This is an optimization exercise on Yosys and OpenROAD, whose aim is small area, a short achievable clock period and few clock cycles, not a production implementation.
Function was checked by simulation only, so behaviour that the tests miss may differ from the original.
Power is estimated from default activity; no workload was simulated.

### flow/flow/run.sh
#!/bin/bash
set -euo pipefail
MARGIN=$(cat flow/margin.txt)
PORTBUF=$(cat flow/portbuf.txt)
bash standard.sh SETUP_SLACK_MARGIN=$MARGIN "BUFFER_PORTS_ARGS=-buffer_cell $PORTBUF" finish > standard_flow.log 2>&1
### flow/flow/margin.txt
5.5
### flow/flow/portbuf.txt
sky130_fd_sc_hd__buf_1
### flow/standard.sh
#!/bin/bash
# synth_recipe.tcl (not shown) runs the flow's synth.tcl, then flattens the netlist and writes it again
# the make line also repeats each setting of config.mk as NAME=value (left out here)
make -C /OpenROAD-flow-scripts/flow DESIGN_CONFIG=/design/flow/config.mk WORK_HOME=/design/flow/orfs CLKGATE_MAP_FILE= SYNTH_SCRIPT=/design/flow/synth_recipe.tcl "${@:-finish}"
### flow/config.mk
export PLATFORM = sky130hd
export DESIGN_NAME = vnlp_engine
export DESIGN_NICKNAME = vnlp_engine
export VERILOG_FILES = /design/flow/design.v
export SDC_FILE = /design/flow/constraint.sdc
export NUM_CORES = 4
export LEC_CHECK = 0
export ABC_AREA = 1
export CAP_MARGIN = 20
export CORE_MARGIN = 2
export CORE_UTILIZATION = 60
export SLEW_MARGIN = 20
export SYNTH_HIERARCHICAL = 1
### flow/constraint.sdc
create_clock -name core_clock -period 10.0 [get_ports {clk}]
set_input_delay 2.0000 -clock core_clock [delete_from_list [all_inputs] [get_ports {clk}]]
set_output_delay 2.0000 -clock core_clock [all_outputs]
set_load 0.01 [all_outputs]
### flow/design.v
package vnlp_pkg;
   localparam logic MODE_L2SQ = 1'b0;
   localparam logic MODE_L1   = 1'b1;
endpackage
module vnlp_fa (
   input  logic a,
   input  logic b,
   input  logic c,
   output logic s,
   output logic co
);
   assign s  = a ^ b ^ c;
   assign co = (a & b) | (a & c) | (b & c);
endmodule
module vnlp_ha (
   input  logic a,
   input  logic b,
   output logic s,
   output logic co
);
   assign s  = a ^ b;
   assign co = a & b;
endmodule
module vnlp_mac (
   input  logic [23:0] un_i,      
   input  logic        m2_i,
   input  logic        ml_i,
   input  logic [46:0] acc_i,
   input  logic [7:0]  cy_i,
   output logic [46:0] sumn_o,    
   output logic [7:0]  cy_o,
   output logic        ovf_o
);
   logic [23:0] u_i, u2;
   logic [46:0] ra, rb;
   logic t0;
   logic t1;
   logic t2;
   logic t3;
   logic t4;
   logic t5;
   logic t6;
   logic t7;
   logic t8;
   logic t9;
   logic t10;
   logic t11;
   logic t12;
   logic t13;
   logic t14;
   logic t15;
   logic t16;
   logic t17;
   logic t18;
   logic t19;
   logic t20;
   logic t21;
   logic t22;
   logic t23;
   logic t24;
   logic t25;
   logic t26;
   logic t27;
   logic t28;
   logic t29;
   logic t30;
   logic t31;
   logic t32;
   logic t33;
   logic t34;
   logic t35;
   logic t36;
   logic t37;
   logic t38;
   logic t39;
   logic t40;
   logic t41;
   logic t42;
   logic t43;
   logic t44;
   logic t45;
   logic t46;
   logic t47;
   logic t48;
   logic t49;
   logic t50;
   logic t51;
   logic t52;
   logic t53;
   logic t54;
   logic t55;
   logic t56;
   logic t57;
   logic t58;
   logic t59;
   logic t60;
   logic t61;
   logic t62;
   logic t63;
   logic t64;
   logic t65;
   logic t66;
   logic t67;
   logic t68;
   logic t69;
   logic t70;
   logic t71;
   logic t72;
   logic t73;
   logic t74;
   logic t75;
   logic t76;
   logic t77;
   logic t78;
   logic t79;
   logic t80;
   logic t81;
   logic t82;
   logic t83;
   logic t84;
   logic t85;
   logic t86;
   logic t87;
   logic t88;
   logic t89;
   logic t90;
   logic t91;
   logic t92;
   logic t93;
   logic t94;
   logic t95;
   logic t96;
   logic t97;
   logic t98;
   logic t99;
   logic t100;
   logic t101;
   logic t102;
   logic t103;
   logic t104;
   logic t105;
   logic t106;
   logic t107;
   logic t108;
   logic t109;
   logic t110;
   logic t111;
   logic t112;
   logic t113;
   logic t114;
   logic t115;
   logic t116;
   logic t117;
   logic t118;
   logic t119;
   logic t120;
   logic t121;
   logic t122;
   logic t123;
   logic t124;
   logic t125;
   logic t126;
   logic t127;
   logic t128;
   logic t129;
   logic t130;
   logic t131;
   logic t132;
   logic t133;
   logic t134;
   logic t135;
   logic t136;
   logic t137;
   logic t138;
   logic t139;
   logic t140;
   logic t141;
   logic t142;
   logic t143;
   logic t144;
   logic t145;
   logic t146;
   logic t147;
   logic t148;
   logic t149;
   logic t150;
   logic t151;
   logic t152;
   logic t153;
   logic t154;
   logic t155;
   logic t156;
   logic t157;
   logic t158;
   logic t159;
   logic t160;
   logic t161;
   logic t162;
   logic t163;
   logic t164;
   logic t165;
   logic t166;
   logic t167;
   logic t168;
   logic t169;
   logic t170;
   logic t171;
   logic t172;
   logic t173;
   logic t174;
   logic t175;
   logic t176;
   logic t177;
   logic t178;
   logic t179;
   logic t180;
   logic t181;
   logic t182;
   logic t183;
   logic t184;
   logic t185;
   logic t186;
   logic t187;
   logic t188;
   logic t189;
   logic t190;
   logic t191;
   logic t192;
   logic t193;
   logic t194;
   logic t195;
   logic t196;
   logic t197;
   logic t198;
   logic t199;
   logic t200;
   logic t201;
   logic t202;
   logic t203;
   logic t204;
   logic t205;
   logic t206;
   logic t207;
   logic t208;
   logic t209;
   logic t210;
   logic t211;
   logic t212;
   logic t213;
   logic t214;
   logic t215;
   logic t216;
   logic t217;
   logic t218;
   logic t219;
   logic t220;
   logic t221;
   logic t222;
   logic t223;
   logic t224;
   logic t225;
   logic t226;
   logic t227;
   logic t228;
   logic t229;
   logic t230;
   logic t231;
   logic t232;
   logic t233;
   logic t234;
   logic t235;
   logic t236;
   logic t237;
   logic t238;
   logic t239;
   logic t240;
   logic t241;
   logic t242;
   logic t243;
   logic t244;
   logic t245;
   logic t246;
   logic t247;
   logic t248;
   logic t249;
   logic t250;
   logic t251;
   logic t252;
   logic t253;
   logic t254;
   logic t255;
   logic t256;
   logic t257;
   logic t258;
   logic t259;
   logic t260;
   logic t261;
   logic t262;
   logic t263;
   logic t264;
   logic t265;
   logic t266;
   logic t267;
   logic t268;
   logic t269;
   logic t270;
   logic t271;
   logic t272;
   logic t273;
   logic t274;
   logic t275;
   logic t276;
   logic t277;
   logic t278;
   logic t279;
   logic t280;
   logic t281;
   logic t282;
   logic t283;
   logic t284;
   logic t285;
   logic t286;
   logic t287;
   logic t288;
   logic t289;
   logic t290;
   logic t291;
   logic t292;
   logic t293;
   logic t294;
   logic t295;
   logic t296;
   logic t297;
   logic t298;
   logic t299;
   logic t300;
   logic t301;
   logic t302;
   logic t303;
   logic t304;
   logic t305;
   logic t306;
   logic t307;
   logic t308;
   logic t309;
   logic t310;
   logic t311;
   logic t312;
   logic t313;
   logic t314;
   logic t315;
   logic t316;
   logic t317;
   logic t318;
   logic t319;
   logic t320;
   logic t321;
   logic t322;
   logic t323;
   logic t324;
   logic t325;
   logic t326;
   logic t327;
   logic t328;
   logic t329;
   logic t330;
   logic t331;
   logic t332;
   logic t333;
   logic t334;
   logic t335;
   logic t336;
   logic t337;
   logic t338;
   logic t339;
   logic t340;
   logic t341;
   logic t342;
   logic t343;
   logic t344;
   logic t345;
   logic t346;
   logic t347;
   logic t348;
   logic t349;
   logic t350;
   logic t351;
   logic t352;
   logic t353;
   logic t354;
   logic t355;
   logic t356;
   logic t357;
   logic t358;
   logic t359;
   logic t360;
   logic t361;
   logic t362;
   logic t363;
   logic t364;
   logic t365;
   logic t366;
   logic t367;
   logic t368;
   logic t369;
   logic t370;
   logic t371;
   logic t372;
   logic t373;
   logic t374;
   logic t375;
   logic t376;
   logic t377;
   logic t378;
   logic t379;
   logic t380;
   logic t381;
   logic t382;
   logic t383;
   logic t384;
   logic t385;
   logic t386;
   logic t387;
   logic t388;
   logic t389;
   logic t390;
   logic t391;
   logic t392;
   logic t393;
   logic t394;
   logic t395;
   logic t396;
   logic t397;
   logic t398;
   logic t399;
   logic t400;
   logic t401;
   logic t402;
   logic t403;
   logic t404;
   logic t405;
   logic t406;
   logic t407;
   logic t408;
   logic t409;
   logic t410;
   logic t411;
   logic t412;
   logic t413;
   logic t414;
   logic t415;
   logic t416;
   logic t417;
   logic t418;
   logic t419;
   logic t420;
   logic t421;
   logic t422;
   logic t423;
   logic t424;
   logic t425;
   logic t426;
   logic t427;
   logic t428;
   logic t429;
   logic t430;
   logic t431;
   logic t432;
   logic t433;
   logic t434;
   logic t435;
   logic t436;
   logic t437;
   logic t438;
   logic t439;
   logic t440;
   logic t441;
   logic t442;
   logic t443;
   logic t444;
   logic t445;
   logic t446;
   logic t447;
   logic t448;
   logic t449;
   logic t450;
   logic t451;
   logic t452;
   logic t453;
   logic t454;
   logic t455;
   logic t456;
   logic t457;
   logic t458;
   logic t459;
   logic t460;
   logic t461;
   logic t462;
   logic t463;
   logic t464;
   logic t465;
   logic t466;
   logic t467;
   logic t468;
   logic t469;
   logic t470;
   logic t471;
   logic t472;
   logic t473;
   logic t474;
   logic t475;
   logic t476;
   logic t477;
   logic t478;
   logic t479;
   logic t480;
   logic t481;
   logic t482;
   logic t483;
   logic t484;
   logic t485;
   logic t486;
   logic t487;
   logic t488;
   logic t489;
   logic t490;
   logic t491;
   logic t492;
   logic t493;
   logic t494;
   logic t495;
   logic t496;
   logic t497;
   logic t498;
   logic t499;
   logic t500;
   logic t501;
   logic t502;
   logic t503;
   logic t504;
   logic t505;
   logic t506;
   logic t507;
   logic t508;
   logic t509;
   logic t510;
   logic t511;
   logic t512;
   logic t513;
   logic t514;
   logic t515;
   logic t516;
   logic t517;
   logic t518;
   logic t519;
   logic t520;
   logic t521;
   logic t522;
   logic t523;
   logic t524;
   logic t525;
   logic t526;
   logic t527;
   logic t528;
   logic t529;
   logic t530;
   logic t531;
   logic t532;
   logic t533;
   logic t534;
   logic t535;
   logic t536;
   logic t537;
   logic t538;
   logic t539;
   logic t540;
   logic t541;
   logic t542;
   logic t543;
   logic t544;
   logic t545;
   assign u_i = ~un_i;
   assign u2  = u_i & {24{m2_i}};
   vnlp_ha u_ha0 (.a(acc_i[16]), .b((u2[1] & u2[14])), .s(t0), .co(t1));
   vnlp_ha u_ha1 (.a(acc_i[17]), .b((u2[1] & u2[15])), .s(t2), .co(t3));
   vnlp_fa u_fa0 (.a(acc_i[18]), .b((u2[1] & u2[16])), .c((u2[2] & u2[15])), .s(t4), .co(t5));
   vnlp_ha u_ha2 (.a((u2[3] & u2[14])), .b((u2[4] & u2[13])), .s(t6), .co(t7));
   vnlp_fa u_fa1 (.a(acc_i[19]), .b(cy_i[2]), .c((u2[1] & u2[17])), .s(t8), .co(t9));
   vnlp_fa u_fa2 (.a((u2[2] & u2[16])), .b((u2[3] & u2[15])), .c((u2[4] & u2[14])), .s(t10), .co(t11));
   vnlp_fa u_fa3 (.a(acc_i[20]), .b((u2[1] & u2[18])), .c((u2[2] & u2[17])), .s(t12), .co(t13));
   vnlp_fa u_fa4 (.a((u2[3] & u2[16])), .b((u2[4] & u2[15])), .c((u2[5] & u2[14])), .s(t14), .co(t15));
   vnlp_ha u_ha3 (.a((u2[6] & u2[13])), .b((u2[7] & u2[12])), .s(t16), .co(t17));
   vnlp_fa u_fa5 (.a(acc_i[21]), .b((u2[1] & u2[19])), .c((u2[2] & u2[18])), .s(t18), .co(t19));
   vnlp_fa u_fa6 (.a((u2[3] & u2[17])), .b((u2[4] & u2[16])), .c((u2[5] & u2[15])), .s(t20), .co(t21));
   vnlp_ha u_ha4 (.a((u2[6] & u2[14])), .b((u2[7] & u2[13])), .s(t22), .co(t23));
   vnlp_fa u_fa7 (.a(acc_i[22]), .b((u2[10] & u2[11])), .c((u2[1] & u2[20])), .s(t24), .co(t25));
   vnlp_fa u_fa8 (.a((u2[2] & u2[19])), .b((u2[3] & u2[18])), .c((u2[4] & u2[17])), .s(t26), .co(t27));
   vnlp_fa u_fa9 (.a((u2[5] & u2[16])), .b((u2[6] & u2[15])), .c((u2[7] & u2[14])), .s(t28), .co(t29));
   vnlp_ha u_ha5 (.a((u2[8] & u2[13])), .b((u2[9] & u2[12])), .s(t30), .co(t31));
   vnlp_fa u_fa10 (.a(acc_i[23]), .b(cy_i[3]), .c((u2[10] & u2[12])), .s(t32), .co(t33));
   vnlp_fa u_fa11 (.a((u2[1] & u2[21])), .b((u2[2] & u2[20])), .c((u2[3] & u2[19])), .s(t34), .co(t35));
   vnlp_fa u_fa12 (.a((u2[4] & u2[18])), .b((u2[5] & u2[17])), .c((u2[6] & u2[16])), .s(t36), .co(t37));
   vnlp_fa u_fa13 (.a((u2[7] & u2[15])), .b((u2[8] & u2[14])), .c((u2[9] & u2[13])), .s(t38), .co(t39));
   vnlp_fa u_fa14 (.a(acc_i[24]), .b((u2[10] & u2[13])), .c((u2[11] & u2[12])), .s(t40), .co(t41));
   vnlp_fa u_fa15 (.a((u2[1] & u2[22])), .b((u2[2] & u2[21])), .c((u2[3] & u2[20])), .s(t42), .co(t43));
   vnlp_fa u_fa16 (.a((u2[4] & u2[19])), .b((u2[5] & u2[18])), .c((u2[6] & u2[17])), .s(t44), .co(t45));
   vnlp_fa u_fa17 (.a((u2[7] & u2[16])), .b((u2[8] & u2[15])), .c((u2[9] & u2[14])), .s(t46), .co(t47));
   vnlp_fa u_fa18 (.a(acc_i[25]), .b((u2[10] & u2[14])), .c((u2[11] & u2[13])), .s(t48), .co(t49));
   vnlp_fa u_fa19 (.a((u2[2] & u2[22])), .b((u2[3] & u2[21])), .c((u2[4] & u2[20])), .s(t50), .co(t51));
   vnlp_fa u_fa20 (.a((u2[5] & u2[19])), .b((u2[6] & u2[18])), .c((u2[7] & u2[17])), .s(t52), .co(t53));
   vnlp_fa u_fa21 (.a(acc_i[26]), .b((u2[10] & u2[15])), .c((u2[11] & u2[14])), .s(t54), .co(t55));
   vnlp_fa u_fa22 (.a((u2[12] & u2[13])), .b((u2[3] & u2[22])), .c((u2[4] & u2[21])), .s(t56), .co(t57));
   vnlp_fa u_fa23 (.a((u2[5] & u2[20])), .b((u2[6] & u2[19])), .c((u2[7] & u2[18])), .s(t58), .co(t59));
   vnlp_fa u_fa24 (.a(acc_i[27]), .b(cy_i[4]), .c((u2[10] & u2[16])), .s(t60), .co(t61));
   vnlp_fa u_fa25 (.a((u2[11] & u2[15])), .b((u2[12] & u2[14])), .c((u2[4] & u2[22])), .s(t62), .co(t63));
   vnlp_ha u_ha6 (.a((u2[5] & u2[21])), .b((u2[6] & u2[20])), .s(t64), .co(t65));
   vnlp_fa u_fa26 (.a(acc_i[28]), .b((u2[10] & u2[17])), .c((u2[11] & u2[16])), .s(t66), .co(t67));
   vnlp_fa u_fa27 (.a((u2[12] & u2[15])), .b((u2[13] & u2[14])), .c((u2[5] & u2[22])), .s(t68), .co(t69));
   vnlp_ha u_ha7 (.a((u2[6] & u2[21])), .b((u2[7] & u2[20])), .s(t70), .co(t71));
   vnlp_fa u_fa28 (.a(acc_i[29]), .b((u2[10] & u2[18])), .c((u2[11] & u2[17])), .s(t72), .co(t73));
   vnlp_ha u_ha8 (.a((u2[12] & u2[16])), .b((u2[13] & u2[15])), .s(t74), .co(t75));
   vnlp_fa u_fa29 (.a(acc_i[30]), .b((u2[10] & u2[19])), .c((u2[11] & u2[18])), .s(t76), .co(t77));
   vnlp_ha u_ha9 (.a((u2[12] & u2[17])), .b((u2[13] & u2[16])), .s(t78), .co(t79));
   vnlp_fa u_fa30 (.a(acc_i[31]), .b(cy_i[5]), .c((u2[10] & u2[20])), .s(t80), .co(t81));
   vnlp_ha u_ha10 (.a(acc_i[32]), .b((u2[10] & u2[21])), .s(t82), .co(t83));
   vnlp_fa u_fa31 (.a(acc_i[10]), .b(cy_i[0]), .c((u2[1] & u2[8])), .s(t84), .co(t85));
   vnlp_ha u_ha11 (.a(acc_i[11]), .b((u2[1] & u2[9])), .s(t86), .co(t87));
   vnlp_fa u_fa32 (.a(acc_i[12]), .b((u2[1] & u2[10])), .c((u2[2] & u2[9])), .s(t88), .co(t89));
   vnlp_ha u_ha12 (.a((u2[3] & u2[8])), .b((u2[4] & u2[7])), .s(t90), .co(t91));
   vnlp_fa u_fa33 (.a(acc_i[13]), .b((u2[1] & u2[11])), .c((u2[2] & u2[10])), .s(t92), .co(t93));
   vnlp_ha u_ha13 (.a((u2[3] & u2[9])), .b((u2[4] & u2[8])), .s(t94), .co(t95));
   vnlp_fa u_fa34 (.a(acc_i[14]), .b((u2[1] & u2[12])), .c((u2[2] & u2[11])), .s(t96), .co(t97));
   vnlp_fa u_fa35 (.a((u2[3] & u2[10])), .b((u2[4] & u2[9])), .c((u2[5] & u2[8])), .s(t98), .co(t99));
   vnlp_ha u_ha14 (.a((u2[6] & u2[7])), .b(u2[7]), .s(t100), .co(t101));
   vnlp_fa u_fa36 (.a(acc_i[15]), .b(cy_i[1]), .c((u2[1] & u2[13])), .s(t102), .co(t103));
   vnlp_fa u_fa37 (.a((u2[2] & u2[12])), .b((u2[3] & u2[11])), .c((u2[4] & u2[10])), .s(t104), .co(t105));
   vnlp_fa u_fa38 (.a((u2[5] & u2[9])), .b((u2[6] & u2[8])), .c(((u2[0] & u2[14]) | (u_i[15] & ml_i))), .s(t106), .co(t107));
   vnlp_fa u_fa39 (.a((u2[2] & u2[13])), .b((u2[3] & u2[12])), .c((u2[4] & u2[11])), .s(t108), .co(t109));
   vnlp_fa u_fa40 (.a((u2[5] & u2[10])), .b((u2[6] & u2[9])), .c((u2[7] & u2[8])), .s(t110), .co(t111));
   vnlp_fa u_fa41 (.a(u2[8]), .b(((u2[0] & u2[15]) | (u_i[16] & ml_i))), .c(t0), .s(t112), .co(t113));
   vnlp_fa u_fa42 (.a((u2[2] & u2[14])), .b((u2[3] & u2[13])), .c((u2[4] & u2[12])), .s(t114), .co(t115));
   vnlp_fa u_fa43 (.a((u2[5] & u2[11])), .b((u2[6] & u2[10])), .c((u2[7] & u2[9])), .s(t116), .co(t117));
   vnlp_fa u_fa44 (.a(((u2[0] & u2[16]) | (u_i[17] & ml_i))), .b(t1), .c(t2), .s(t118), .co(t119));
   vnlp_fa u_fa45 (.a((u2[5] & u2[12])), .b((u2[6] & u2[11])), .c((u2[7] & u2[10])), .s(t120), .co(t121));
   vnlp_fa u_fa46 (.a((u2[8] & u2[9])), .b(u2[9]), .c(((u2[0] & u2[17]) | (u_i[18] & ml_i))), .s(t122), .co(t123));
   vnlp_fa u_fa47 (.a(t3), .b(t6), .c(t4), .s(t124), .co(t125));
   vnlp_fa u_fa48 (.a((u2[5] & u2[13])), .b((u2[6] & u2[12])), .c((u2[7] & u2[11])), .s(t126), .co(t127));
   vnlp_fa u_fa49 (.a((u2[8] & u2[10])), .b(((u2[0] & u2[18]) | (u_i[19] & ml_i))), .c(t7), .s(t128), .co(t129));
   vnlp_fa u_fa50 (.a(t5), .b(t10), .c(t8), .s(t130), .co(t131));
   vnlp_fa u_fa51 (.a((u2[8] & u2[11])), .b((u2[9] & u2[10])), .c(u2[10]), .s(t132), .co(t133));
   vnlp_fa u_fa52 (.a(((u2[0] & u2[19]) | (u_i[20] & ml_i))), .b(t16), .c(t11), .s(t134), .co(t135));
   vnlp_fa u_fa53 (.a(t9), .b(t12), .c(t14), .s(t136), .co(t137));
   vnlp_fa u_fa54 (.a((u2[8] & u2[12])), .b((u2[9] & u2[11])), .c(((u2[0] & u2[20]) | (u_i[21] & ml_i))), .s(t138), .co(t139));
   vnlp_fa u_fa55 (.a(t17), .b(t22), .c(t13), .s(t140), .co(t141));
   vnlp_fa u_fa56 (.a(t15), .b(t18), .c(t20), .s(t142), .co(t143));
   vnlp_fa u_fa57 (.a(u2[11]), .b(((u2[0] & u2[21]) | (u_i[22] & ml_i))), .c(t23), .s(t144), .co(t145));
   vnlp_fa u_fa58 (.a(t30), .b(t19), .c(t21), .s(t146), .co(t147));
   vnlp_fa u_fa59 (.a(t24), .b(t26), .c(t28), .s(t148), .co(t149));
   vnlp_fa u_fa60 (.a(((u2[0] & u2[22]) | (u_i[23] & ml_i))), .b(t31), .c(t25), .s(t150), .co(t151));
   vnlp_fa u_fa61 (.a(t27), .b(t29), .c(t32), .s(t152), .co(t153));
   vnlp_fa u_fa62 (.a(t34), .b(t36), .c(t38), .s(t154), .co(t155));
   vnlp_fa u_fa63 (.a(u2[12]), .b(t33), .c(t35), .s(t156), .co(t157));
   vnlp_fa u_fa64 (.a(t37), .b(t39), .c(t40), .s(t158), .co(t159));
   vnlp_fa u_fa65 (.a(t42), .b(t44), .c(t46), .s(t160), .co(t161));
   vnlp_fa u_fa66 (.a((u2[8] & u2[16])), .b((u2[9] & u2[15])), .c(t41), .s(t162), .co(t163));
   vnlp_fa u_fa67 (.a(t43), .b(t45), .c(t47), .s(t164), .co(t165));
   vnlp_fa u_fa68 (.a(t48), .b(t50), .c(t52), .s(t166), .co(t167));
   vnlp_fa u_fa69 (.a((u2[8] & u2[17])), .b((u2[9] & u2[16])), .c(u2[13]), .s(t168), .co(t169));
   vnlp_fa u_fa70 (.a(t49), .b(t51), .c(t53), .s(t170), .co(t171));
   vnlp_fa u_fa71 (.a(t54), .b(t56), .c(t58), .s(t172), .co(t173));
   vnlp_fa u_fa72 (.a((u2[7] & u2[19])), .b((u2[8] & u2[18])), .c((u2[9] & u2[17])), .s(t174), .co(t175));
   vnlp_fa u_fa73 (.a(t64), .b(t55), .c(t57), .s(t176), .co(t177));
   vnlp_fa u_fa74 (.a(t59), .b(t60), .c(t62), .s(t178), .co(t179));
   vnlp_fa u_fa75 (.a((u2[8] & u2[19])), .b((u2[9] & u2[18])), .c(u2[14]), .s(t180), .co(t181));
   vnlp_fa u_fa76 (.a(t65), .b(t70), .c(t61), .s(t182), .co(t183));
   vnlp_fa u_fa77 (.a(t63), .b(t66), .c(t68), .s(t184), .co(t185));
   vnlp_fa u_fa78 (.a((u2[6] & u2[22])), .b((u2[7] & u2[21])), .c((u2[8] & u2[20])), .s(t186), .co(t187));
   vnlp_fa u_fa79 (.a((u2[9] & u2[19])), .b(t71), .c(t74), .s(t188), .co(t189));
   vnlp_fa u_fa80 (.a(t67), .b(t69), .c(t72), .s(t190), .co(t191));
   vnlp_fa u_fa81 (.a((u2[14] & u2[15])), .b((u2[7] & u2[22])), .c((u2[8] & u2[21])), .s(t192), .co(t193));
   vnlp_fa u_fa82 (.a((u2[9] & u2[20])), .b(u2[15]), .c(t75), .s(t194), .co(t195));
   vnlp_fa u_fa83 (.a(t78), .b(t73), .c(t76), .s(t196), .co(t197));
   vnlp_fa u_fa84 (.a((u2[11] & u2[19])), .b((u2[12] & u2[18])), .c((u2[13] & u2[17])), .s(t198), .co(t199));
   vnlp_fa u_fa85 (.a((u2[14] & u2[16])), .b((u2[8] & u2[22])), .c((u2[9] & u2[21])), .s(t200), .co(t201));
   vnlp_fa u_fa86 (.a(t79), .b(t77), .c(t80), .s(t202), .co(t203));
   vnlp_fa u_fa87 (.a((u2[11] & u2[20])), .b((u2[12] & u2[19])), .c((u2[13] & u2[18])), .s(t204), .co(t205));
   vnlp_fa u_fa88 (.a((u2[14] & u2[17])), .b((u2[15] & u2[16])), .c((u2[9] & u2[22])), .s(t206), .co(t207));
   vnlp_fa u_fa89 (.a(u2[16]), .b(t82), .c(t81), .s(t208), .co(t209));
   vnlp_fa u_fa90 (.a(acc_i[33]), .b((u2[10] & u2[22])), .c((u2[11] & u2[21])), .s(t210), .co(t211));
   vnlp_fa u_fa91 (.a((u2[12] & u2[20])), .b((u2[13] & u2[19])), .c((u2[14] & u2[18])), .s(t212), .co(t213));
   vnlp_ha u_ha15 (.a((u2[15] & u2[17])), .b(t83), .s(t214), .co(t215));
   vnlp_fa u_fa92 (.a(acc_i[34]), .b((u2[11] & u2[22])), .c((u2[12] & u2[21])), .s(t216), .co(t217));
   vnlp_fa u_fa93 (.a((u2[13] & u2[20])), .b((u2[14] & u2[19])), .c((u2[15] & u2[18])), .s(t218), .co(t219));
   vnlp_ha u_ha16 (.a((u2[16] & u2[17])), .b(u2[17]), .s(t220), .co(t221));
   vnlp_fa u_fa94 (.a(acc_i[35]), .b(cy_i[6]), .c((u2[12] & u2[22])), .s(t222), .co(t223));
   vnlp_fa u_fa95 (.a((u2[13] & u2[21])), .b((u2[14] & u2[20])), .c((u2[15] & u2[19])), .s(t224), .co(t225));
   vnlp_fa u_fa96 (.a(acc_i[36]), .b((u2[13] & u2[22])), .c((u2[14] & u2[21])), .s(t226), .co(t227));
   vnlp_ha u_ha17 (.a((u2[15] & u2[20])), .b((u2[16] & u2[19])), .s(t228), .co(t229));
   vnlp_ha u_ha18 (.a(acc_i[37]), .b((u2[14] & u2[22])), .s(t230), .co(t231));
   vnlp_ha u_ha19 (.a(acc_i[38]), .b((u2[15] & u2[22])), .s(t232), .co(t233));
   vnlp_ha u_ha20 (.a(acc_i[6]), .b((u2[1] & u2[4])), .s(t234), .co(t235));
   vnlp_ha u_ha21 (.a(acc_i[7]), .b((u2[1] & u2[5])), .s(t236), .co(t237));
   vnlp_fa u_fa97 (.a(acc_i[8]), .b((u2[1] & u2[6])), .c((u2[2] & u2[5])), .s(t238), .co(t239));
   vnlp_ha u_ha22 (.a((u2[3] & u2[4])), .b(u2[4]), .s(t240), .co(t241));
   vnlp_fa u_fa98 (.a(acc_i[9]), .b((u2[1] & u2[7])), .c((u2[2] & u2[6])), .s(t242), .co(t243));
   vnlp_ha u_ha23 (.a((u2[3] & u2[5])), .b(((u2[0] & u2[8]) | (u_i[9] & ml_i))), .s(t244), .co(t245));
   vnlp_fa u_fa99 (.a((u2[2] & u2[7])), .b((u2[3] & u2[6])), .c((u2[4] & u2[5])), .s(t246), .co(t247));
   vnlp_fa u_fa100 (.a(u2[5]), .b(((u2[0] & u2[9]) | (u_i[10] & ml_i))), .c(t84), .s(t248), .co(t249));
   vnlp_fa u_fa101 (.a((u2[2] & u2[8])), .b((u2[3] & u2[7])), .c((u2[4] & u2[6])), .s(t250), .co(t251));
   vnlp_fa u_fa102 (.a(((u2[0] & u2[10]) | (u_i[11] & ml_i))), .b(t86), .c(t85), .s(t252), .co(t253));
   vnlp_fa u_fa103 (.a((u2[5] & u2[6])), .b(u2[6]), .c(((u2[0] & u2[11]) | (u_i[12] & ml_i))), .s(t254), .co(t255));
   vnlp_fa u_fa104 (.a(t87), .b(t90), .c(t88), .s(t256), .co(t257));
   vnlp_fa u_fa105 (.a((u2[5] & u2[7])), .b(((u2[0] & u2[12]) | (u_i[13] & ml_i))), .c(t91), .s(t258), .co(t259));
   vnlp_fa u_fa106 (.a(t94), .b(t89), .c(t92), .s(t260), .co(t261));
   vnlp_fa u_fa107 (.a(((u2[0] & u2[13]) | (u_i[14] & ml_i))), .b(t95), .c(t100), .s(t262), .co(t263));
   vnlp_fa u_fa108 (.a(t93), .b(t96), .c(t98), .s(t264), .co(t265));
   vnlp_fa u_fa109 (.a(t101), .b(t97), .c(t99), .s(t266), .co(t267));
   vnlp_fa u_fa110 (.a(t102), .b(t104), .c(t106), .s(t268), .co(t269));
   vnlp_fa u_fa111 (.a(t103), .b(t105), .c(t107), .s(t270), .co(t271));
   vnlp_fa u_fa112 (.a(t108), .b(t110), .c(t112), .s(t272), .co(t273));
   vnlp_fa u_fa113 (.a(t109), .b(t111), .c(t114), .s(t274), .co(t275));
   vnlp_fa u_fa114 (.a(t116), .b(t113), .c(t118), .s(t276), .co(t277));
   vnlp_fa u_fa115 (.a(t115), .b(t117), .c(t120), .s(t278), .co(t279));
   vnlp_fa u_fa116 (.a(t122), .b(t119), .c(t124), .s(t280), .co(t281));
   vnlp_fa u_fa117 (.a(t121), .b(t123), .c(t126), .s(t282), .co(t283));
   vnlp_fa u_fa118 (.a(t128), .b(t125), .c(t130), .s(t284), .co(t285));
   vnlp_fa u_fa119 (.a(t127), .b(t132), .c(t129), .s(t286), .co(t287));
   vnlp_fa u_fa120 (.a(t134), .b(t131), .c(t136), .s(t288), .co(t289));
   vnlp_fa u_fa121 (.a(t133), .b(t138), .c(t135), .s(t290), .co(t291));
   vnlp_fa u_fa122 (.a(t140), .b(t137), .c(t142), .s(t292), .co(t293));
   vnlp_fa u_fa123 (.a(t139), .b(t141), .c(t144), .s(t294), .co(t295));
   vnlp_fa u_fa124 (.a(t146), .b(t143), .c(t148), .s(t296), .co(t297));
   vnlp_fa u_fa125 (.a(t145), .b(t147), .c(t150), .s(t298), .co(t299));
   vnlp_fa u_fa126 (.a(t149), .b(t152), .c(t154), .s(t300), .co(t301));
   vnlp_fa u_fa127 (.a(t151), .b(t156), .c(t153), .s(t302), .co(t303));
   vnlp_fa u_fa128 (.a(t155), .b(t158), .c(t160), .s(t304), .co(t305));
   vnlp_fa u_fa129 (.a(t157), .b(t162), .c(t164), .s(t306), .co(t307));
   vnlp_fa u_fa130 (.a(t159), .b(t161), .c(t166), .s(t308), .co(t309));
   vnlp_fa u_fa131 (.a(t168), .b(t163), .c(t165), .s(t310), .co(t311));
   vnlp_fa u_fa132 (.a(t170), .b(t167), .c(t172), .s(t312), .co(t313));
   vnlp_fa u_fa133 (.a(t169), .b(t174), .c(t171), .s(t314), .co(t315));
   vnlp_fa u_fa134 (.a(t176), .b(t173), .c(t178), .s(t316), .co(t317));
   vnlp_fa u_fa135 (.a(t175), .b(t180), .c(t177), .s(t318), .co(t319));
   vnlp_fa u_fa136 (.a(t182), .b(t179), .c(t184), .s(t320), .co(t321));
   vnlp_fa u_fa137 (.a(t181), .b(t186), .c(t183), .s(t322), .co(t323));
   vnlp_fa u_fa138 (.a(t188), .b(t185), .c(t190), .s(t324), .co(t325));
   vnlp_fa u_fa139 (.a(t187), .b(t192), .c(t189), .s(t326), .co(t327));
   vnlp_fa u_fa140 (.a(t194), .b(t191), .c(t196), .s(t328), .co(t329));
   vnlp_fa u_fa141 (.a(t193), .b(t198), .c(t200), .s(t330), .co(t331));
   vnlp_fa u_fa142 (.a(t195), .b(t197), .c(t202), .s(t332), .co(t333));
   vnlp_fa u_fa143 (.a(t199), .b(t201), .c(t204), .s(t334), .co(t335));
   vnlp_fa u_fa144 (.a(t206), .b(t208), .c(t203), .s(t336), .co(t337));
   vnlp_fa u_fa145 (.a(t205), .b(t207), .c(t210), .s(t338), .co(t339));
   vnlp_fa u_fa146 (.a(t212), .b(t214), .c(t209), .s(t340), .co(t341));
   vnlp_fa u_fa147 (.a(t220), .b(t211), .c(t213), .s(t342), .co(t343));
   vnlp_fa u_fa148 (.a(t216), .b(t218), .c(t215), .s(t344), .co(t345));
   vnlp_fa u_fa149 (.a((u2[16] & u2[18])), .b(t221), .c(t217), .s(t346), .co(t347));
   vnlp_fa u_fa150 (.a(t219), .b(t222), .c(t224), .s(t348), .co(t349));
   vnlp_fa u_fa151 (.a((u2[17] & u2[18])), .b(u2[18]), .c(t228), .s(t350), .co(t351));
   vnlp_fa u_fa152 (.a(t223), .b(t225), .c(t226), .s(t352), .co(t353));
   vnlp_fa u_fa153 (.a((u2[15] & u2[21])), .b((u2[16] & u2[20])), .c((u2[17] & u2[19])), .s(t354), .co(t355));
   vnlp_fa u_fa154 (.a(t229), .b(t230), .c(t227), .s(t356), .co(t357));
   vnlp_fa u_fa155 (.a((u2[16] & u2[21])), .b((u2[17] & u2[20])), .c((u2[18] & u2[19])), .s(t358), .co(t359));
   vnlp_fa u_fa156 (.a(u2[19]), .b(t231), .c(t232), .s(t360), .co(t361));
   vnlp_fa u_fa157 (.a(acc_i[39]), .b((u2[16] & u2[22])), .c((u2[17] & u2[21])), .s(t362), .co(t363));
   vnlp_ha u_ha24 (.a((u2[18] & u2[20])), .b(t233), .s(t364), .co(t365));
   vnlp_fa u_fa158 (.a(acc_i[40]), .b(cy_i[7]), .c((u2[17] & u2[22])), .s(t366), .co(t367));
   vnlp_fa u_fa159 (.a((u2[18] & u2[21])), .b((u2[19] & u2[20])), .c(u2[20]), .s(t368), .co(t369));
   vnlp_ha u_ha25 (.a(acc_i[41]), .b((u2[18] & u2[22])), .s(t370), .co(t371));
   vnlp_ha u_ha26 (.a(acc_i[42]), .b((u2[19] & u2[22])), .s(t372), .co(t373));
   vnlp_ha u_ha27 (.a(acc_i[4]), .b((u2[1] & u2[2])), .s(t374), .co(t375));
   vnlp_ha u_ha28 (.a(acc_i[5]), .b((u2[1] & u2[3])), .s(t376), .co(t377));
   vnlp_fa u_fa160 (.a((u2[2] & u2[3])), .b(u2[3]), .c(((u2[0] & u2[5]) | (u_i[6] & ml_i))), .s(t378), .co(t379));
   vnlp_fa u_fa161 (.a((u2[2] & u2[4])), .b(((u2[0] & u2[6]) | (u_i[7] & ml_i))), .c(t235), .s(t380), .co(t381));
   vnlp_fa u_fa162 (.a(((u2[0] & u2[7]) | (u_i[8] & ml_i))), .b(t237), .c(t240), .s(t382), .co(t383));
   vnlp_fa u_fa163 (.a(t241), .b(t239), .c(t244), .s(t384), .co(t385));
   vnlp_fa u_fa164 (.a(t243), .b(t245), .c(t246), .s(t386), .co(t387));
   vnlp_fa u_fa165 (.a(t247), .b(t250), .c(t252), .s(t388), .co(t389));
   vnlp_fa u_fa166 (.a(t251), .b(t254), .c(t253), .s(t390), .co(t391));
   vnlp_fa u_fa167 (.a(t255), .b(t258), .c(t257), .s(t392), .co(t393));
   vnlp_fa u_fa168 (.a(t259), .b(t262), .c(t261), .s(t394), .co(t395));
   vnlp_fa u_fa169 (.a(t263), .b(t266), .c(t265), .s(t396), .co(t397));
   vnlp_fa u_fa170 (.a(t267), .b(t269), .c(t270), .s(t398), .co(t399));
   vnlp_fa u_fa171 (.a(t271), .b(t274), .c(t273), .s(t400), .co(t401));
   vnlp_fa u_fa172 (.a(t275), .b(t278), .c(t277), .s(t402), .co(t403));
   vnlp_fa u_fa173 (.a(t279), .b(t282), .c(t281), .s(t404), .co(t405));
   vnlp_fa u_fa174 (.a(t283), .b(t286), .c(t285), .s(t406), .co(t407));
   vnlp_fa u_fa175 (.a(t287), .b(t290), .c(t289), .s(t408), .co(t409));
   vnlp_fa u_fa176 (.a(t291), .b(t294), .c(t293), .s(t410), .co(t411));
   vnlp_fa u_fa177 (.a(t295), .b(t297), .c(t298), .s(t412), .co(t413));
   vnlp_fa u_fa178 (.a(t299), .b(t301), .c(t302), .s(t414), .co(t415));
   vnlp_fa u_fa179 (.a(t303), .b(t305), .c(t306), .s(t416), .co(t417));
   vnlp_fa u_fa180 (.a(t307), .b(t310), .c(t309), .s(t418), .co(t419));
   vnlp_fa u_fa181 (.a(t311), .b(t314), .c(t313), .s(t420), .co(t421));
   vnlp_fa u_fa182 (.a(t315), .b(t318), .c(t317), .s(t422), .co(t423));
   vnlp_fa u_fa183 (.a(t319), .b(t322), .c(t321), .s(t424), .co(t425));
   vnlp_fa u_fa184 (.a(t323), .b(t326), .c(t325), .s(t426), .co(t427));
   vnlp_fa u_fa185 (.a(t330), .b(t327), .c(t329), .s(t428), .co(t429));
   vnlp_fa u_fa186 (.a(t331), .b(t334), .c(t333), .s(t430), .co(t431));
   vnlp_fa u_fa187 (.a(t335), .b(t338), .c(t340), .s(t432), .co(t433));
   vnlp_fa u_fa188 (.a(t342), .b(t339), .c(t344), .s(t434), .co(t435));
   vnlp_fa u_fa189 (.a(t343), .b(t346), .c(t345), .s(t436), .co(t437));
   vnlp_fa u_fa190 (.a(t347), .b(t350), .c(t349), .s(t438), .co(t439));
   vnlp_fa u_fa191 (.a(t354), .b(t351), .c(t356), .s(t440), .co(t441));
   vnlp_fa u_fa192 (.a(t355), .b(t358), .c(t357), .s(t442), .co(t443));
   vnlp_fa u_fa193 (.a(t359), .b(t362), .c(t364), .s(t444), .co(t445));
   vnlp_fa u_fa194 (.a(t363), .b(t366), .c(t368), .s(t446), .co(t447));
   vnlp_fa u_fa195 (.a((u2[19] & u2[21])), .b(t370), .c(t367), .s(t448), .co(t449));
   vnlp_fa u_fa196 (.a((u2[20] & u2[21])), .b(u2[21]), .c(t371), .s(t450), .co(t451));
   vnlp_ha u_ha29 (.a(acc_i[43]), .b((u2[20] & u2[22])), .s(t452), .co(t453));
   vnlp_ha u_ha30 (.a(acc_i[44]), .b((u2[21] & u2[22])), .s(t454), .co(t455));
   vnlp_ha u_ha31 (.a(acc_i[2]), .b(u2[1]), .s(t456), .co(t457));
   vnlp_ha u_ha32 (.a(acc_i[3]), .b(((u2[0] & u2[2]) | (u_i[3] & ml_i))), .s(t458), .co(t459));
   vnlp_fa u_fa197 (.a(u2[2]), .b(((u2[0] & u2[3]) | (u_i[4] & ml_i))), .c(t374), .s(t460), .co(t461));
   vnlp_fa u_fa198 (.a(((u2[0] & u2[4]) | (u_i[5] & ml_i))), .b(t375), .c(t376), .s(t462), .co(t463));
   vnlp_fa u_fa199 (.a(t377), .b(t234), .c(t378), .s(t464), .co(t465));
   vnlp_fa u_fa200 (.a(t236), .b(t379), .c(t380), .s(t466), .co(t467));
   vnlp_fa u_fa201 (.a(t238), .b(t381), .c(t382), .s(t468), .co(t469));
   vnlp_fa u_fa202 (.a(t242), .b(t383), .c(t384), .s(t470), .co(t471));
   vnlp_fa u_fa203 (.a(t385), .b(t248), .c(t386), .s(t472), .co(t473));
   vnlp_fa u_fa204 (.a(t249), .b(t387), .c(t388), .s(t474), .co(t475));
   vnlp_fa u_fa205 (.a(t256), .b(t389), .c(t390), .s(t476), .co(t477));
   vnlp_fa u_fa206 (.a(t260), .b(t391), .c(t392), .s(t478), .co(t479));
   vnlp_fa u_fa207 (.a(t264), .b(t393), .c(t394), .s(t480), .co(t481));
   vnlp_fa u_fa208 (.a(t268), .b(t395), .c(t396), .s(t482), .co(t483));
   vnlp_fa u_fa209 (.a(t397), .b(t272), .c(t398), .s(t484), .co(t485));
   vnlp_fa u_fa210 (.a(t276), .b(t399), .c(t400), .s(t486), .co(t487));
   vnlp_fa u_fa211 (.a(t280), .b(t401), .c(t402), .s(t488), .co(t489));
   vnlp_fa u_fa212 (.a(t284), .b(t403), .c(t404), .s(t490), .co(t491));
   vnlp_fa u_fa213 (.a(t288), .b(t405), .c(t406), .s(t492), .co(t493));
   vnlp_fa u_fa214 (.a(t292), .b(t407), .c(t408), .s(t494), .co(t495));
   vnlp_fa u_fa215 (.a(t296), .b(t409), .c(t410), .s(t496), .co(t497));
   vnlp_fa u_fa216 (.a(t300), .b(t411), .c(t412), .s(t498), .co(t499));
   vnlp_fa u_fa217 (.a(t304), .b(t413), .c(t414), .s(t500), .co(t501));
   vnlp_fa u_fa218 (.a(t308), .b(t415), .c(t416), .s(t502), .co(t503));
   vnlp_fa u_fa219 (.a(t312), .b(t417), .c(t418), .s(t504), .co(t505));
   vnlp_fa u_fa220 (.a(t316), .b(t419), .c(t420), .s(t506), .co(t507));
   vnlp_fa u_fa221 (.a(t320), .b(t421), .c(t422), .s(t508), .co(t509));
   vnlp_fa u_fa222 (.a(t324), .b(t423), .c(t424), .s(t510), .co(t511));
   vnlp_fa u_fa223 (.a(t328), .b(t425), .c(t426), .s(t512), .co(t513));
   vnlp_fa u_fa224 (.a(t332), .b(t427), .c(t428), .s(t514), .co(t515));
   vnlp_fa u_fa225 (.a(t336), .b(t429), .c(t430), .s(t516), .co(t517));
   vnlp_fa u_fa226 (.a(t337), .b(t431), .c(t432), .s(t518), .co(t519));
   vnlp_fa u_fa227 (.a(t341), .b(t434), .c(t433), .s(t520), .co(t521));
   vnlp_fa u_fa228 (.a(t348), .b(t436), .c(t435), .s(t522), .co(t523));
   vnlp_fa u_fa229 (.a(t352), .b(t437), .c(t438), .s(t524), .co(t525));
   vnlp_fa u_fa230 (.a(t353), .b(t439), .c(t440), .s(t526), .co(t527));
   vnlp_fa u_fa231 (.a(t360), .b(t441), .c(t442), .s(t528), .co(t529));
   vnlp_fa u_fa232 (.a(t361), .b(t444), .c(t443), .s(t530), .co(t531));
   vnlp_fa u_fa233 (.a(t365), .b(t445), .c(t446), .s(t532), .co(t533));
   vnlp_fa u_fa234 (.a(t369), .b(t448), .c(t447), .s(t534), .co(t535));
   vnlp_fa u_fa235 (.a(t372), .b(t449), .c(t450), .s(t536), .co(t537));
   vnlp_fa u_fa236 (.a(t373), .b(t452), .c(t451), .s(t538), .co(t539));
   vnlp_fa u_fa237 (.a(u2[22]), .b(t453), .c(t454), .s(t540), .co(t541));
   vnlp_ha u_ha33 (.a(acc_i[45]), .b(t455), .s(t542), .co(t543));
   vnlp_ha u_ha34 (.a(acc_i[46]), .b(u2[23]), .s(t544), .co(t545));
   assign ra = {t544, t542, t540, t538, t536, t533, t532, t529, t527, t525, t523, t522, t519, t517, t515, t513, t511, t509, t507, t505, t503, t501, t499, t497, t495, t493, t491, t489, t487, t485, t483, t481, t479, t477, t475, t473, t471, t469, t467, t465, t463, t461, t459, t457, ((u2[0] & u2[1]) | (u_i[2] & ml_i)), acc_i[1], acc_i[0]};
   assign rb = {t543, t541, t539, t537, t535, t534, t531, t530, t528, t526, t524, t521, t520, t518, t516, t514, t512, t510, t508, t506, t504, t502, t500, t498, t496, t494, t492, t490, t488, t486, t484, t482, t480, t478, t476, t474, t472, t470, t468, t466, t464, t462, t460, t458, t456, (u_i[1] & ml_i), (u2[0] | (u_i[0] & ml_i))};
   logic [10:0] blk0;
   assign blk0 = {1'b0, ra[9:0]} + {1'b0, rb[9:0]};
   assign sumn_o[9:0] = ~blk0[9:0];
   logic [5:0] blk1;
   assign blk1 = {1'b0, ra[14:10]} + {1'b0, rb[14:10]};
   assign sumn_o[14:10] = ~blk1[4:0];
   logic [4:0] blk2;
   assign blk2 = {1'b0, ra[18:15]} + {1'b0, rb[18:15]};
   assign sumn_o[18:15] = ~blk2[3:0];
   logic [4:0] blk3;
   assign blk3 = {1'b0, ra[22:19]} + {1'b0, rb[22:19]};
   assign sumn_o[22:19] = ~blk3[3:0];
   logic [4:0] blk4;
   assign blk4 = {1'b0, ra[26:23]} + {1'b0, rb[26:23]};
   assign sumn_o[26:23] = ~blk4[3:0];
   logic [4:0] blk5;
   assign blk5 = {1'b0, ra[30:27]} + {1'b0, rb[30:27]};
   assign sumn_o[30:27] = ~blk5[3:0];
   logic [4:0] blk6;
   assign blk6 = {1'b0, ra[34:31]} + {1'b0, rb[34:31]};
   assign sumn_o[34:31] = ~blk6[3:0];
   logic [5:0] blk7;
   assign blk7 = {1'b0, ra[39:35]} + {1'b0, rb[39:35]};
   assign sumn_o[39:35] = ~blk7[4:0];
   logic [7:0] blk8;
   assign blk8 = {1'b0, ra[46:40]} + {1'b0, rb[46:40]};
   assign sumn_o[46:40] = ~blk8[6:0];
   assign cy_o = {blk7[5], blk6[4], blk5[4], blk4[4], blk3[4], blk2[4], blk1[5], blk0[10]};
   assign ovf_o = blk8[7] | t545;
endmodule
module vnlp_nand2 #(
   parameter int W = 9
) (
   input  logic [W-1:0] a_i,
   input  logic [W-1:0] b_i,
   output logic [W-1:0] y_o
);
   assign y_o = ~(a_i & b_i);
endmodule
module vnlp_amux #(
   parameter int W = 9
) (
   input  logic         sel_i,
   input  logic [W-1:0] a_i,
   input  logic [W-1:0] b_i,
   output logic [W-1:0] y_o
);
   logic [W-1:0] na, nb;
   vnlp_nand2 #(.W(W)) u_na (.a_i(a_i), .b_i({W{sel_i}}),  .y_o(na));
   vnlp_nand2 #(.W(W)) u_nb (.a_i(b_i), .b_i({W{~sel_i}}), .y_o(nb));
   vnlp_nand2 #(.W(W)) u_ny (.a_i(na),  .b_i(nb),          .y_o(y_o));
endmodule
module vnlp_engine #(
   parameter int DW      = 24,
   parameter int AW      = 9,
   parameter int LW      = 7,
   parameter int ACCW    = 2*DW-1,
   parameter int LEN_MAX = 2**LW-1,
   parameter int NCY     = 8
) (
   input  logic                 clk,
   input  logic                 rst_n,
   input  logic                 START,
   input  logic [AW-1:0]        HEAD,
   input  logic                 NORM_MODE,
   output logic                 DONE,
   output logic [ACCW-1:0]      NORM2,
   output logic [LW-1:0]        LEN,
   output logic                 ERR,
   output logic                 SAT,
   output logic [AW-1:0]        rd_addr1,
   output logic [AW-1:0]        rd_addr2,
   input  logic [DW-1:0]        rd_data1,
   input  logic [DW-1:0]        rd_data2
);
   logic            busy_q;      
   logic            v1_q;        
   logic            v2_q;        
   logic            fin_q;       
   logic [AW-1:0]   head_q;
   logic            mode_q;
   logic [LW-1:0]   len_q;
   logic            err_q;
   logic [AW-1:0]   p_q;         
   logic [DW-1:0]   un_q;        
   logic            m2_q, ml_q;
   logic [ACCW-1:0] accn_q;      
   logic [NCY-1:0]  cy_q;        
   logic            satn_q;      
   logic            fresh_q;     
   logic            start_ok, hit, last;
   logic [AW-1:0]   link;
   logic [DW-1:0]   mag;
   logic [ACCW-1:0] sumn;
   logic [NCY-1:0]  cy;
   logic            ovf;
   assign link     = rd_data1[AW-1:0];
   assign start_ok = START & ~busy_q & ~v1_q & ~v2_q;
   assign hit      = (link == head_q);
   assign last     = hit | (len_q == LW'(LEN_MAX-1));
   assign mag      = rd_data2[DW-1] ? -rd_data2 : rd_data2;
   vnlp_amux #(.W(AW)) u_amux (.sel_i(busy_q), .a_i(link), .b_i(HEAD), .y_o(rd_addr1));
   assign rd_addr2 = p_q;
   always_ff @(posedge clk or negedge rst_n) begin
      if (!rst_n) begin
         busy_q <= 1'b0;
         v1_q   <= 1'b0;
         v2_q   <= 1'b0;
         fin_q  <= 1'b0;
      end else begin
         if (start_ok)    busy_q <= 1'b1;
         else if (last)   busy_q <= 1'b0;
         v1_q <= busy_q;
         v2_q <= v1_q;
         if (start_ok)              fin_q <= 1'b0;
         else if (v2_q && !v1_q)    fin_q <= 1'b1;
      end
   end
   always_ff @(posedge clk) begin
      p_q <= rd_addr1 + 1'b1;
      if (start_ok) begin
         head_q <= HEAD;
         mode_q <= NORM_MODE;
         len_q  <= '0;
      end else if (busy_q) begin
         len_q  <= len_q + 1'b1;
         err_q  <= ~hit;
      end
      un_q <= ~mag;
      m2_q <= v1_q & (mode_q == vnlp_pkg::MODE_L2SQ);
      ml_q <= v1_q & (mode_q == vnlp_pkg::MODE_L1);
      fresh_q <= start_ok;
      accn_q  <= sumn;
      cy_q    <= cy;
      satn_q  <= ~((~satn_q & ~fresh_q) | ovf);
   end
   vnlp_mac u_mac (
      .un_i  (un_q),
      .m2_i  (m2_q),
      .ml_i  (ml_q),
      .acc_i (~accn_q & {ACCW{~fresh_q}}),
      .cy_i  (cy_q & {NCY{~fresh_q}}),
      .sumn_o(sumn),
      .cy_o  (cy),
      .ovf_o (ovf)
   );
   assign DONE  = fin_q & (~satn_q | (cy_q == '0));
   assign NORM2 = ~(accn_q & {ACCW{satn_q}});
   assign LEN   = len_q;
   assign ERR   = err_q;
   assign SAT   = ~satn_q;
endmodule
==> out/qor.yml, run 1 <==
outcome:
  outcome: "aborted with a tool error"
  haltStage: "5_2_route"
  firstError: "Error: un_q\\[14\\] 3 pin not visited #guides = 145"
synthesis:
  synthAdderAreaFrac_pct: 47.13
  yosys.area_share.simple_pct: 20.98
  synth-warning-count: 7
  synth-edff-count: 11
  synth_xor_area_share_pct: 3.213
  synth_top_cell_area_share_pct: 38.71
  netlist_area_mm2: 0.01277
  synth_mux_area_share_pct: 0
  synth-compound-area-share_pct: 3.477
  async_flop_share_pct: 3.509
  synthDistinctLibCells: 37
  synth_largest_area_cell: "fa_1"
  yosysSeqAreaShare_pct: 18.88
  synth.most_common_cell: "nor2_1"
  synth_nets: 1796
  synth.area.top_cells: "fa_1, dfxtp_1, nor2_1"
  yosys_register_bits: 114
  synth_commonest_cells: "nor2_1, fa_1, nand2_1"
  synth_top_family_by_area: "adder cells"
  synthCells: 1402
  ys.flop_type: "dfxtp_1"
  avgSynthCellArea_um2: 9.112
placed_design:
  globalplace.congestion: 0.9050
  portBuffers: 120
  placed_area_mm2: 0.01331
  pre_cts_ws_ns: 4.941
  numPlacedInstances: 1746
  dp_hpwl_mm: 23.57
global_route:
  grt-ovfl-total: 0
  grt_use_total_pct: 30.94
  grt_pass1_vias: 10244
  grt_pass1_wl_mm: 53.11
  grt_max_degree: 51
  antenna_found_initial: 0
sta:
  endpoint_type: "register input"
  crit_endpoint: "cy_q[4]$_DFF_P_/D"
clock_tree:
  clockBufferDepth: 2
  clkSinkCount: 114
  cts_hold_buf: 0
  cts_made_buffers: 17
  cts.htree.levels: 4
  cts_root_buf: "clkbuf_16"
die:
  rows: 53
  start_util_pct: 60.96
  die_h_um: 149.9
  io-pin-count: 136
  fp.dieW_um: 149.9
worst max-delay path by stage:
stage / start / end / slack (ns) / cells past startpoint
3_3_place_gp: m2_q / cy_q[4] / 4.94 / 13
4_1_cts: un_q[19] / cy_q[4] / 5.49 / 12
5_1_grt: m2_q / cy_q[4] / 5.40 / 13
3_5_place_dp: m2_q / cy_q[4] / 4.94 / 13
2_1_floorplan: rd_data1[5] / rd_addr1[5] / 5.79 / 2
per-layer routing:
metal	global-route usage, %
met1	44.38
met2	48.93
met3	6.707
met4	6.509
met5	0
cell families after synthesis:
kind of cell	Yosys count
and+or+nand+nor	647
adders and majority gates	333
buffers and inverters	185
DFF	114
AOI/OAI and AO/OA	77
xor gates and xnor gates	46
per-module statistics from Yosys (local to each module, per instance), a selection:
| module | times used | area (µm²) | flops+latches |
|---|---|---|---|
| vnlp_fa | 238 | 20.02 | 0 |
| vnlp_engine | 1 | 4198 | 114 |
| vnlp_mac | 1 | 3269 | 0 |
| vnlp_ha | 35 | 12.51 | 0 |
power groups by stage:
stage / clock, mW / sequential [mW] / combinational (mW)
2_1_floorplan: 0 / 0.823 / 3.20
3_3_place_gp: 0 / 0.888 / 3.95
3_5_place_dp: 0 / 0.893 / 4.07
4_1_cts: 0.655 / 0.886 / 4.12
5_1_grt: 0.672 / 0.916 / 4.79
repair_timing:
action,in CTS,in global routing
endpoints found under the setup margin,20,19
setup buffers,0,7
gates resized for setup,24,52
pin swaps,0,2
cloned,0,1
Testbench counts, summed over its fixed seeds: cycles 26,523.
==> run 2, diff against run 1 <==
==> flow/flow/margin.txt (replaced) <==
5.45
--- a/flow/config.mk
+++ b/flow/config.mk
@@ -6,5 +6,4 @@
 export NUM_CORES = 4
 export LEC_CHECK = 0
-export ABC_AREA = 1
 export CAP_MARGIN = 20
 export CORE_MARGIN = 2
==> out/qor.yml, run 2 <==
worst_setup_path:
  arrival_ns: 2.50
  startpoint: "rd_data1[6]"
  reg2reg_from: "un_q[20]"
  crit_type: "input pin to primary output"
  worstRegToRegCells: 11
  critPathCaptureType: "primary output"
  worstPathMaxFanout: 4
  required_ns: 8.00
  reg2reg_slack_ns: 5.53
  startpoint_type: "input pin"
  regToRegEndpoint: "cy_q[4]"
routing:
  vias_per_cell: 5.590
  first_iter_violations: 457
  drtAntennaViolNets: 0
  drtPass1Iterations: 5
  drc: 0
  avgRoutedWirePerCell_um: 18.79
  vias: 8838
  wirelength_mm: 29.70
final_layout:
  regMostFlops: "accn_q"
  reg_top3: "accn_q x47, un_q x24"
  largest_reg_flops: 47
  final_cell_mix: "nor2_1, fa_1, buf_1"
  drive_gt1_share_pct: 9.320
  area_growth_pct: 11.48
  nNetsFinal: 1690
  final_common_cell: "nor2_1"
  utilization_pct: 67.52
sta:
  max_freq_ghz: 0.2221
  relSlewSlack_pct: 32.63
  totalNegativeSetupSlack_ns: 0
  period_share_pct: 45.02
  setup_violations: 0
  fin_skew_ns: 0.01406
  finalCriticalPeriod_ns: 4.502
  drv_slew: 0
  worst_pin_slew_ns: 1.011
  rsz0062_at_grt: "yes"
  hold_viol: 0
  hold_slack_ns: 0.4142
synthesis:
  ys.flop_type: "dfxtp_1"
  synth-warning-count: 7
  async_flop_share_pct: 3.509
  synth-edff-count: 11
  synth_nets: 1600
  synthDistinctLibCells: 49
  synth_top_cell_area_share_pct: 40.61
  netlist_area_mm2: 0.01218
  yosysSeqAreaShare_pct: 19.81
  synth_largest_area_cell: "fa_1"
  yosys_register_bits: 114
  synth.most_common_cell: "nor2_1"
  synthCells: 1206
  avgSynthCellArea_um2: 10.10
  synth_commonest_cells: "nor2_1, fa_1, dfxtp_1"
  synth.area.top_cells: "fa_1, dfxtp_1, nor2_1"
global_route:
  antenna_found_initial: 3
  grt-ovfl-total: 0
  grt_pass1_vias: 9488
  grt_pass1_wl_mm: 49.11
  grt_use_total_pct: 29.69
  grt_max_degree: 50
power:
  p_seq_share_pct: 16.5
  total_power_mw: 5.472
  clkPwrFrac_pct: 11.5
  power_frac_comb_pct: 72.1
  p_int_mw: 2.921
  leakage_nw: 6.584
  vdd_ir_drop_max_uv: 238.1
  cellPowerDensity_mw_per_mm2: 403.1
  p_switching_mw: 2.552
  switching_share_pct: 46.63
worst_hold_path:
  hold_depth: 1
  hold_end: "m2_q"
  hold_path_class: "flop to flop"
  hp-start: "mode_q"
clock_tree:
  cts.clk_slew.worst_paths_ns: 0.06
  clock_latency_ns: 0.43
  cts.htree.levels: 4
  clkSinkCount: 114
  tritoncts: "done"
  cts_made_buffers: 17
  cts_root_buf: "clkbuf_16"
  clockBufferDepth: 2
  cts_hold_buf: 0
placed_design:
  dp_hpwl_mm: 22.44
  globalplace.congestion: 0.8614
  portBuffers: 120
die:
  io-pin-count: 136
  die_h_um: 146.5
  dieArea_mm2: 0.02145
  start_util_pct: 60.57
  core_mm2: 0.02010
  rows: 52
  fp.dieW_um: 146.5
job:
  maxCapViolations: 0
outcome:
  outcome: "complete, no violations"
[run 2: cell count changes after synthesis, moves of 10 or more]
cell,before,now
a21o_1,1,27
buf_6,11,0
clkbuf_1,24,54
inv_1,109,28
nand2_1,211,94
nand2b_1,0,26
nand3_1,38,3
nor2_1,335,299
nor2_2,17,0
nor2b_1,0,17
o21ai_1,0,10
xnor2_1,21,32
xor2_1,24,40
[run 2: worst max path at each step]
stage,to,slack [ns]
after global routing,cy_q[4],5.39
after CTS,cy_q[4],5.40
after global placement,cy_q[4],4.66
after floorplan,cy_q[4],5.62
final,rd_addr1[6],5.50
after detailed placement,cy_q[4],4.65
[run 2: per-layer routing]
metal	global-route usage [%]	wire length [µm]	vias to the layer above
met5	0	13	-
met3	7.625	2318	60
met4	10.44	860	2
met2	47.33	13970	324
li1	-	-	4018
met1	39.91	12540	4434
[run 2: logic make-up after synthesis]
logic type | Yosys count | synth area share (%)
mux | 1 | 0.08221
buf+inv | 116 | 3.679
simple gates | 469 | 16.31
flops | 114 | 19.81
xor+xnor | 72 | 5.179
compound gates | 101 | 5.497
fa+ha+maj | 333 | 49.45
[run 2: area by class of cell]
type                            instances  area, µm²
Timing Repair Buffer                  139      615.6
Multi-Input combinational cell        976       9394
Sequential cell                       114       2450
Fill cell                            1671       6530
Antenna cell                            2      5.005
Clock buffer                           17      425.4
Clock inverter                         15      166.4
Inverter                               48      180.2
Tap cell                              270      337.8
[run 2: repair_timing]
| action | CTS | global route |
|---|---|---|
| pin swaps | 0 | 5 |
| resized for setup | 30 | 24 |
| buffers inserted | 1 | 6 |
| hold endpoints to repair | 0 | 0 |
| setup endpoints to repair | 33 | 17 |
[run 2: critical path, cell delays in order]
cell	delay [ns]
buf_1	0.14
nand2_1	0.08
nand2_2	0.14
clkbuf_2	0.14
[run 2: Yosys stat by module, one instance, submodules excluded, a selection]
module	times used	cells inside
vnlp_fa	238	1
vnlp_mac	1	536
vnlp_engine	1	369
vnlp_ha	35	1
[run 2: power groups by stage]
| stage | Clock (mW) | Sequential, mW | Combinational (mW) |
|---|---|---|---|
| 4_1_cts | 0.642 | 0.904 | 3.99 |
| 5_1_grt | 0.656 | 0.923 | 4.60 |
| 3_3_place_gp | 0 | 0.908 | 3.84 |
| 2_1_floorplan | 0 | 0.823 | 3.11 |
| 6_report | 0.628 | 0.900 | 3.94 |
| 3_5_place_dp | 0 | 0.910 | 3.93 |
[run 2: metrics by stage]
step | setup slack (ns) | instance area (µm²) | std cells
after detailed placement | 4.652 | 12790 | 1540
after CTS | 5.403 | 13460 | 1573
after global routing | 5.394 | 13570 | 1579
after floorplan | 5.618 | 12180 | 1206
final | 5.498 | 13570 | 1581
after global placement | 4.659 | 12790 | 1540
==> run 3, diff against run 2 <==
==> flow/flow/margin.txt (replaced) <==
5.5
==> out/qor.yml, run 3 <==
power:
  total_power_mw: 5.494
  power_frac_comb_pct: 72.1
  clkPwrFrac_pct: 11.5
  p_int_mw: 2.936
  leakage_nw: 6.654
  cellPowerDensity_mw_per_mm2: 401.7
  vdd_ir_drop_max_uv: 238.2
  p_seq_share_pct: 16.4
  p_switching_mw: 2.558
  switching_share_pct: 46.57
die:
  dieArea_mm2: 0.02145
  die_h_um: 146.5
  fp.dieW_um: 146.5
  rows: 52
  start_util_pct: 60.57
  core_mm2: 0.02010
  io-pin-count: 136
global_route:
  grt-ovfl-total: 0
  antenna_found_initial: 3
  grt_use_total_pct: 29.84
  grt_max_degree: 50
  grt_pass1_wl_mm: 49.30
  grt_pass1_vias: 9532
synthesis:
  async_flop_share_pct: 3.509
  synth_commonest_cells: "nor2_1, fa_1, dfxtp_1"
  yosys_register_bits: 114
  yosysSeqAreaShare_pct: 19.81
  avgSynthCellArea_um2: 10.10
  synth.most_common_cell: "nor2_1"
  ys.flop_type: "dfxtp_1"
  synth.area.top_cells: "fa_1, dfxtp_1, nor2_1"
  synth-edff-count: 11
  netlist_area_mm2: 0.01218
  synth_top_cell_area_share_pct: 40.61
  synth_largest_area_cell: "fa_1"
  synthDistinctLibCells: 49
  synth-warning-count: 7
  synthCells: 1206
  synth_nets: 1600
clock_tree:
  tritoncts: "done"
  clock_latency_ns: 0.44
  cts_root_buf: "clkbuf_16"
  cts_hold_buf: 0
  clkSinkCount: 114
  clockBufferDepth: 2
  cts.clk_slew.worst_paths_ns: 0.06
  cts.htree.levels: 4
  cts_made_buffers: 17
routing:
  vias: 8824
  avgRoutedWirePerCell_um: 18.75
  drtPass1Iterations: 5
  drc: 0
  vias_per_cell: 5.546
  first_iter_violations: 391
  wirelength_mm: 29.83
  drtAntennaViolNets: 0
placed_design:
  portBuffers: 120
  placed_area_mm2: 0.01279
  dp_hpwl_mm: 22.44
  globalplace.congestion: 0.8614
  numPlacedInstances: 1540
worst_setup_path:
  critPathMaxStageDelay_ns: 0.14
  arrival_ns: 2.47
  reg2reg_slack_ns: 5.57
  critical-path-slowest-cell: "buf_1"
  startpoint_type: "input pin"
  critPathCaptureType: "primary output"
  path_cells: "buf_1 > nand2_1 > nand2_2 > clkbuf_2"
  crit_family: "buffers and inverters"
  worstPathMaxFanout: 2
  required_ns: 8.00
  crit_type: "input pin to primary output"
  critPathBufInv: 2
worst_hold_path:
  hold_path_class: "flop to flop"
final_layout:
  fin_cells: 1591
  largest_reg_flops: 47
  reg_top3: "accn_q x47, un_q x24"
  drive_gt1_share_pct: 10.70
  nNetsFinal: 1699
  final_common_cell: "nor2_1"
  final_cell_mix: "nor2_1, fa_1, buf_1"
  area_growth_pct: 12.31
  regMostFlops: "accn_q"
  fill_cells: 1654
  final_area_mm2: 0.01368
sta:
  max_freq_ghz: 0.2238
  totalNegativeSetupSlack_ns: 0
  worst_pin_slew_ns: 1.009
  setup_violations: 0
  fin_skew_ns: 0.01428
  period_share_pct: 44.69
  rsz0062_at_grt: "yes"
  drv_slew: 0
  finalCriticalPeriod_ns: 4.469
  relSlewSlack_pct: 32.72
  hold_viol: 0
outcome:
  outcome: "complete, no violations"
job:
  maxCapViolations: 0
## run 3: power by group through the flow
stage          Combinational (mW)  Sequential, mW  Clock, mW
3_5_place_dp                 3.93           0.910          0
4_1_cts                      4.00           0.903      0.642
5_1_grt                      4.62           0.924      0.655
3_3_place_gp                 3.84           0.908          0
6_report                     3.96           0.901      0.629
2_1_floorplan                3.11           0.823          0
## run 3: per-module statistics from Yosys (local to each module, per instance), a selection
module	cells inside	cell area (µm²)	flops+latches	copies in the design
vnlp_engine	369	3839	114	1
vnlp_mac	536	3030	0	1
vnlp_fa	1	20.02	0	238
vnlp_ha	1	12.51	0	35
## run 3: final cells by class
| cell class | instances | area, µm² | area share (%) |
|---|---|---|---|
| multi-input combinational | 976 | 9409 | 68.80 |
| sequential | 114 | 2456 | 17.96 |
| timing repair buffer | 148 | 693.2 | 5.069 |
| clock buffer | 17 | 425.4 | 3.111 |
| tap | 270 | 337.8 | 2.470 |
| inverter | 48 | 180.2 | 1.317 |
| clock inverter | 15 | 166.4 | 1.217 |
| antenna | 3 | 7.507 | 0.05489 |
## run 3: final timing paths
| path | start | end | depth (start not counted) |
|---|---|---|---|
| hold reg to reg | mode_q | m2_q | 1 |
| min in group asynchronous | rst_n | v1_q | 1 |
| setup reg to reg | m2_q | cy_q[4] | 12 |
| hold / removal | mode_q | m2_q | 1 |
| max in group asynchronous | rst_n | fin_q | 1 |
| setup / recovery | rd_data1[7] | rd_addr1[7] | 4 |
## run 3: stage by stage
| step | setup WS, ns | utilization, % | hold WS [ns] |
|---|---|---|---|
| after detailed placement | 4.652 | 63.62 | 0.4172 |
| after floorplan | 5.618 | - | 0.3955 |
| final | 5.531 | 68.02 | 0.4141 |
| after global routing | 5.420 | 67.99 | 0.4484 |
| after global placement | 4.659 | 63.62 | 0.4117 |
| after CTS | 5.453 | 67.21 | 0.4185 |
## run 3: kinds of logic (layout without fill, tap and decap cells)
kind of cell	Yosys count	in the layout	share of synthesized area, %
simple gates	469	469	16.31
fa+ha+maj	333	333	49.45
buf+inv	116	228	3.679
flops	114	114	19.81
compound gates	101	101	5.497
xor+xnor	72	72	5.179
mux	1	1	0.08221
other cells	0	3	0
## run 3: metal layers
layer | global-route usage (%) | part of all wire [%] | vias to the layer above
li1 | - | - | 4032
met1 | 40.12 | 43 | 4424
met2 | 47.69 | 47 | 314
met3 | 7.625 | 7.8 | 52
met4 | 10.29 | 2.4 | 2
met5 | 0 | 0.044 | -
## run 3: timing repair
item                       4_1_cts  5_1_grt
setup buffers                    5       11
pin swaps                        4        6
setup endpoints to repair       39       16
gates resized for setup         39       29

## static timing again, ports no longer ideal
Ports are ideal in the flow. The routed layouts listed here were re-timed in OpenROAD. Step 1 (the two cells are an assumption about what drives the block):
set clk [get_ports {clk}]
set_driving_cell -lib_cell sky130_fd_sc_hd__clkbuf_16 $clk
set_driving_cell -lib_cell sky130_fd_sc_hd__buf_2 [delete_from_list [all_inputs] $clk]
Step 2 adds t to the input delays and takes it off the output delays; t is the mean of the earliest and latest rising clock arrival at the registers after step 1. Input paths then give back, and output paths get back, about the clock's delay inside the block. Three values: ideal ports, drivers, drivers and shift; two values: the first two.
| run | t, ns | setup slack, ns | worst setup path after step 2 | latest minus earliest clock arrival (ns) | slew at the worst register clock pin (ns) |
|---|---|---|---|---|---|
| run 2 | 0.473 | 5.498 / 5.472 / 5.472 | input to output | 0.016 / 0.015 | 0.07 / 0.07 |
| run 3 | 0.475 | 5.531 / 5.507 / 5.507 | input to output | 0.018 / 0.018 | 0.07 / 0.07 |
After both steps every run listed still meets setup and hold. The setup slack of run 2, which loses most, moves by -0.026 ns with the drivers and by -0.026 ns with both steps.
